This is an optimization exercise on Yosys and OpenROAD, whose aim is small area, not a production implementation.
Only simulation tests tie the RTL to the original design; equivalence was not proved.
No activity file was given, so power comes from the tool's default toggle rates.

== job 101 ==
==> flow/design.v (excerpt) <==
module chess_top #(
    parameter logic [5:0] CURSOR_START = {3'd6, 3'd4}  
) (
    input  logic       CLK,
    input  logic       RESET,
    input  logic       cmd_req,
    input  logic [2:0] cmd,         
    input  logic [5:0] peek_sq,     
    output logic       cmd_ack,
    output logic [3:0] peek_piece,  
    output logic [5:0] cursor,      
    output logic [5:0] selected,    
    output logic       piece_held,
    output logic       side         
);
Size in the first run: roughly 880 cells after synthesis, about 280 flip-flops, ~31 I/O pins, about 13000 µm² of cells after synthesis.
clock: 5.5 ns
lec_check: 0
cap_margin: 20
cell_pad_in_sites_detail_placement: 1
cell_pad_in_sites_global_placement: 1
core_margin: 2
core_utilization: 50
cts_buf_list: sky130_fd_sc_hd__clkbuf_8
cts_cluster_diameter: 60
cts_cluster_size: 15
slew_margin: 20
synth_hierarchical: 1
synth_minimum_keep_size: 0
standard.sh (not shown) runs the stock make flow with config.mk's settings and CLKGATE_MAP_FILE= SYNTH_SCRIPT=/design/flow/synth_recipe.tcl, a recipe that flattens the netlist after the stock synthesis.
==> flow/flow/run.sh <==
#!/bin/bash
# The standard layout (standard.sh), with two changes passed to ORFS through
# its environment: port buffers are buf_1 cells instead of the delay buffer
# buffer_ports picks on its own, and clock tree synthesis adds no dummy
# loads and uses clkbuf_8 cells for clusters of at most 15 flip-flops.
# Every tool's full output stays in ORFS's own log folder (orfs/logs); the
# make output goes to standard.log.
set -uo pipefail
export BUFFER_PORTS_ARGS="-buffer_cell sky130_fd_sc_hd__buf_1"
export CTS_ARGS="-sink_clustering_enable -repair_clock_nets -dont_use_dummy_load -buf_list sky130_fd_sc_hd__clkbuf_8 -sink_clustering_size 15 -sink_clustering_max_diameter 60"
bash standard.sh > standard.log 2>&1
### job 101 -> job 104
==> flow/flow/run.sh <==
#!/bin/bash
# The standard layout (standard.sh), with two changes passed to ORFS through
# its environment: port buffers are buf_2 cells instead of the delay buffer
# buffer_ports picks on its own, and clock tree synthesis adds no dummy
# loads and uses clkbuf_8 cells for clusters of at most 15 flip-flops.
# Every tool's full output stays in ORFS's own log folder (orfs/logs); the
# make output goes to standard.log.
set -uo pipefail
export BUFFER_PORTS_ARGS="-buffer_cell sky130_fd_sc_hd__buf_2"
export CTS_ARGS="-sink_clustering_enable -repair_clock_nets -dont_use_dummy_load -buf_list sky130_fd_sc_hd__clkbuf_8 -sink_clustering_size 15 -sink_clustering_max_diameter 60"
bash standard.sh > standard.log 2>&1
-- flow/config.mk --
<<< job 101, line 11
export CORE_MARGIN = 2
export CORE_UTILIZATION = 50
export CTS_BUF_LIST = sky130_fd_sc_hd__clkbuf_8
>>> job 104, line 11
export CORE_MARGIN = 2
export CORE_UTILIZATION = 40
export CTS_BUF_LIST = sky130_fd_sc_hd__clkbuf_8
## What came out
- Arrival time at the worst endpoint delta for job 104 relative to job 101: 1620 ps lower
- Worst setup slack delta (job 104 − job 101): favourable
- Going from job 101 to job 104, initial detailed-routing violation count down about 17%, post-layout minimum cycle time down 110 ps, maximum frequency up 0.0043 GHz.
- On clock power, job 104 and job 101 are neck and neck.

--- another note on this design; it stands on its own ---

==> v23: inputs <==
==> flow/design.v (excerpt) <==
module chess_top #(
    parameter logic [5:0] CURSOR_START = {3'd6, 3'd4}  
) (
    input  logic       CLK,
    input  logic       RESET,
    input  logic       cmd_req,
    input  logic [2:0] cmd,         
    input  logic [5:0] peek_sq,     
    output logic       cmd_ack,
    output logic [3:0] peek_piece,  
    output logic [5:0] cursor,      
    output logic [5:0] selected,    
    output logic       piece_held,
    output logic       side         
);
Settings: LEC_CHECK=0, CAP_MARGIN=20, CELL_PAD_IN_SITES_DETAIL_PLACEMENT=1, CELL_PAD_IN_SITES_GLOBAL_PLACEMENT=1, CORE_MARGIN=2, CORE_UTILIZATION=60, CTS_BUF_LIST=sky130_fd_sc_hd__clkbuf_8, CTS_CLUSTER_DIAMETER=60, CTS_CLUSTER_SIZE=15, SLEW_MARGIN=20, SYNTH_HIERARCHICAL=1, SYNTH_MINIMUM_KEEP_SIZE=0; clock period 5.5 ns.
standard.sh (not shown) runs the stock make flow with config.mk's settings and CLKGATE_MAP_FILE= SYNTH_SCRIPT=/design/flow/synth_recipe.tcl, a recipe that flattens the netlist after the stock synthesis.
==> flow/flow/run.sh <==
#!/bin/bash
# The standard layout (standard.sh), with two changes passed to ORFS through
# its environment: port buffers are buf_1 cells instead of the delay buffer
# buffer_ports picks on its own, and clock tree synthesis adds no dummy
# loads and uses clkbuf_8 cells for clusters of at most 15 flip-flops.
# Every tool's full output stays in ORFS's own log folder (orfs/logs); the
# make output goes to standard.log.
set -uo pipefail
export BUFFER_PORTS_ARGS="-buffer_cell sky130_fd_sc_hd__buf_1"
export CTS_ARGS="-sink_clustering_enable -repair_clock_nets -dont_use_dummy_load -buf_list sky130_fd_sc_hd__clkbuf_8 -sink_clustering_size 15 -sink_clustering_max_diameter 60"
bash standard.sh > standard.log 2>&1
==> v35: changes against v23 <==
==> flow/flow/run.sh (replaced) <==
#!/bin/bash
# The standard layout (standard.sh), with two changes passed to ORFS through
# its environment: port buffers are buf_2 cells instead of the delay buffer
# buffer_ports picks on its own, and clock tree synthesis adds no dummy loads.
# Every tool's full output stays in ORFS's own log folder (orfs/logs); the
# make output goes to standard.log.
set -uo pipefail
export BUFFER_PORTS_ARGS="-buffer_cell sky130_fd_sc_hd__buf_2"
export CTS_ARGS="-sink_clustering_enable -repair_clock_nets -dont_use_dummy_load -buf_list sky130_fd_sc_hd__clkbuf_16 -sink_clustering_size 20 -sink_clustering_max_diameter 100"
bash standard.sh > standard.log 2>&1
--- a/flow/config.mk
+++ b/flow/config.mk
@@ -9,10 +9,10 @@
 export CELL_PAD_IN_SITES_DETAIL_PLACEMENT = 1
 export CELL_PAD_IN_SITES_GLOBAL_PLACEMENT = 1
 export CORE_MARGIN = 2
-export CORE_UTILIZATION = 60
-export CTS_BUF_LIST = sky130_fd_sc_hd__clkbuf_8
-export CTS_CLUSTER_DIAMETER = 60
-export CTS_CLUSTER_SIZE = 15
+export CORE_UTILIZATION = 40
+export CTS_BUF_LIST = sky130_fd_sc_hd__clkbuf_16
+export CTS_CLUSTER_DIAMETER = 100
+export CTS_CLUSTER_SIZE = 20
 export SLEW_MARGIN = 20
 export SYNTH_HIERARCHICAL = 1
 export SYNTH_MINIMUM_KEEP_SIZE = 0
==> flow_metrics.tcl <==
set metrics [dict create \
    status "finished clean" \
    slew_headroom_pct 25.4 \
    clock_area_share_pct 3.22 \
    dpl-instance-area_sq_um 13500 \
    reg2reg_from "cursor[1]" \
    met1_usage_pct 36.3 \
    critPathRequiredTime_ns 4.40 \
    fp-row-count 65 \
]
The numbers above come from v35.

==> flow_metrics.tcl <==
set metrics [dict create \
    status "finished clean" \
    clock_sinks 281 \
    clock_area_share_pct 2.33 \
    final_cells 1215 \
    final-nonclk-buf-share_pct 1.60 \
    fp-row-count 53 \
    met1_usage_pct 51.9 \
    slew_headroom_pct 18.7 \
    synth_top_area_share_pct 61.8 \
    reg2reg_from "cursor[0]" \
]
The numbers above come from v23.

## re-timing with driven ports
The results above use ideal ports. As a check the final layouts listed here were re-extracted and re-timed, cells and wires unchanged.
Step 1: set_driving_cell puts a clkbuf_16 on CLK and a buf_2 on each other input, an assumption about the parent block.
Step 2 moves the port delays by t, midway between the first and last clock arrival at a register: inputs arrive t later, outputs are due t later. That takes back most of the time a late clock gives input paths.
Slacks: no drivers / after step 1 / after step 2; pairs: no drivers / after step 1.
run | shift t [ns] | setup slack, ns | slew at the worst register clock pin (ns) | worst slew at a driven data input, ns | pins driven straight from the clock port
job 101 | 0.609 | 0.469 / 0.469 / 0.469 | 0.09 / 0.09 | 0.03 | 1
job 104 | 0.611 | 0.575 / 0.473 / 0.473 | 0.10 / 0.10 | 0.11 | 1
v23 | 0.603 | 0.177 / 0.177 / 0.177 | 0.11 / 0.11 | 0.05 | 1
v35 | 0.537 | 0.567 / 0.456 / 0.456 | 0.09 / 0.09 | 0.11 | 1
After both steps every run listed still meets setup and hold. For v35, which loses most, drivers alone change the setup slack by -0.111 ns; drivers and shift together by -0.111 ns.
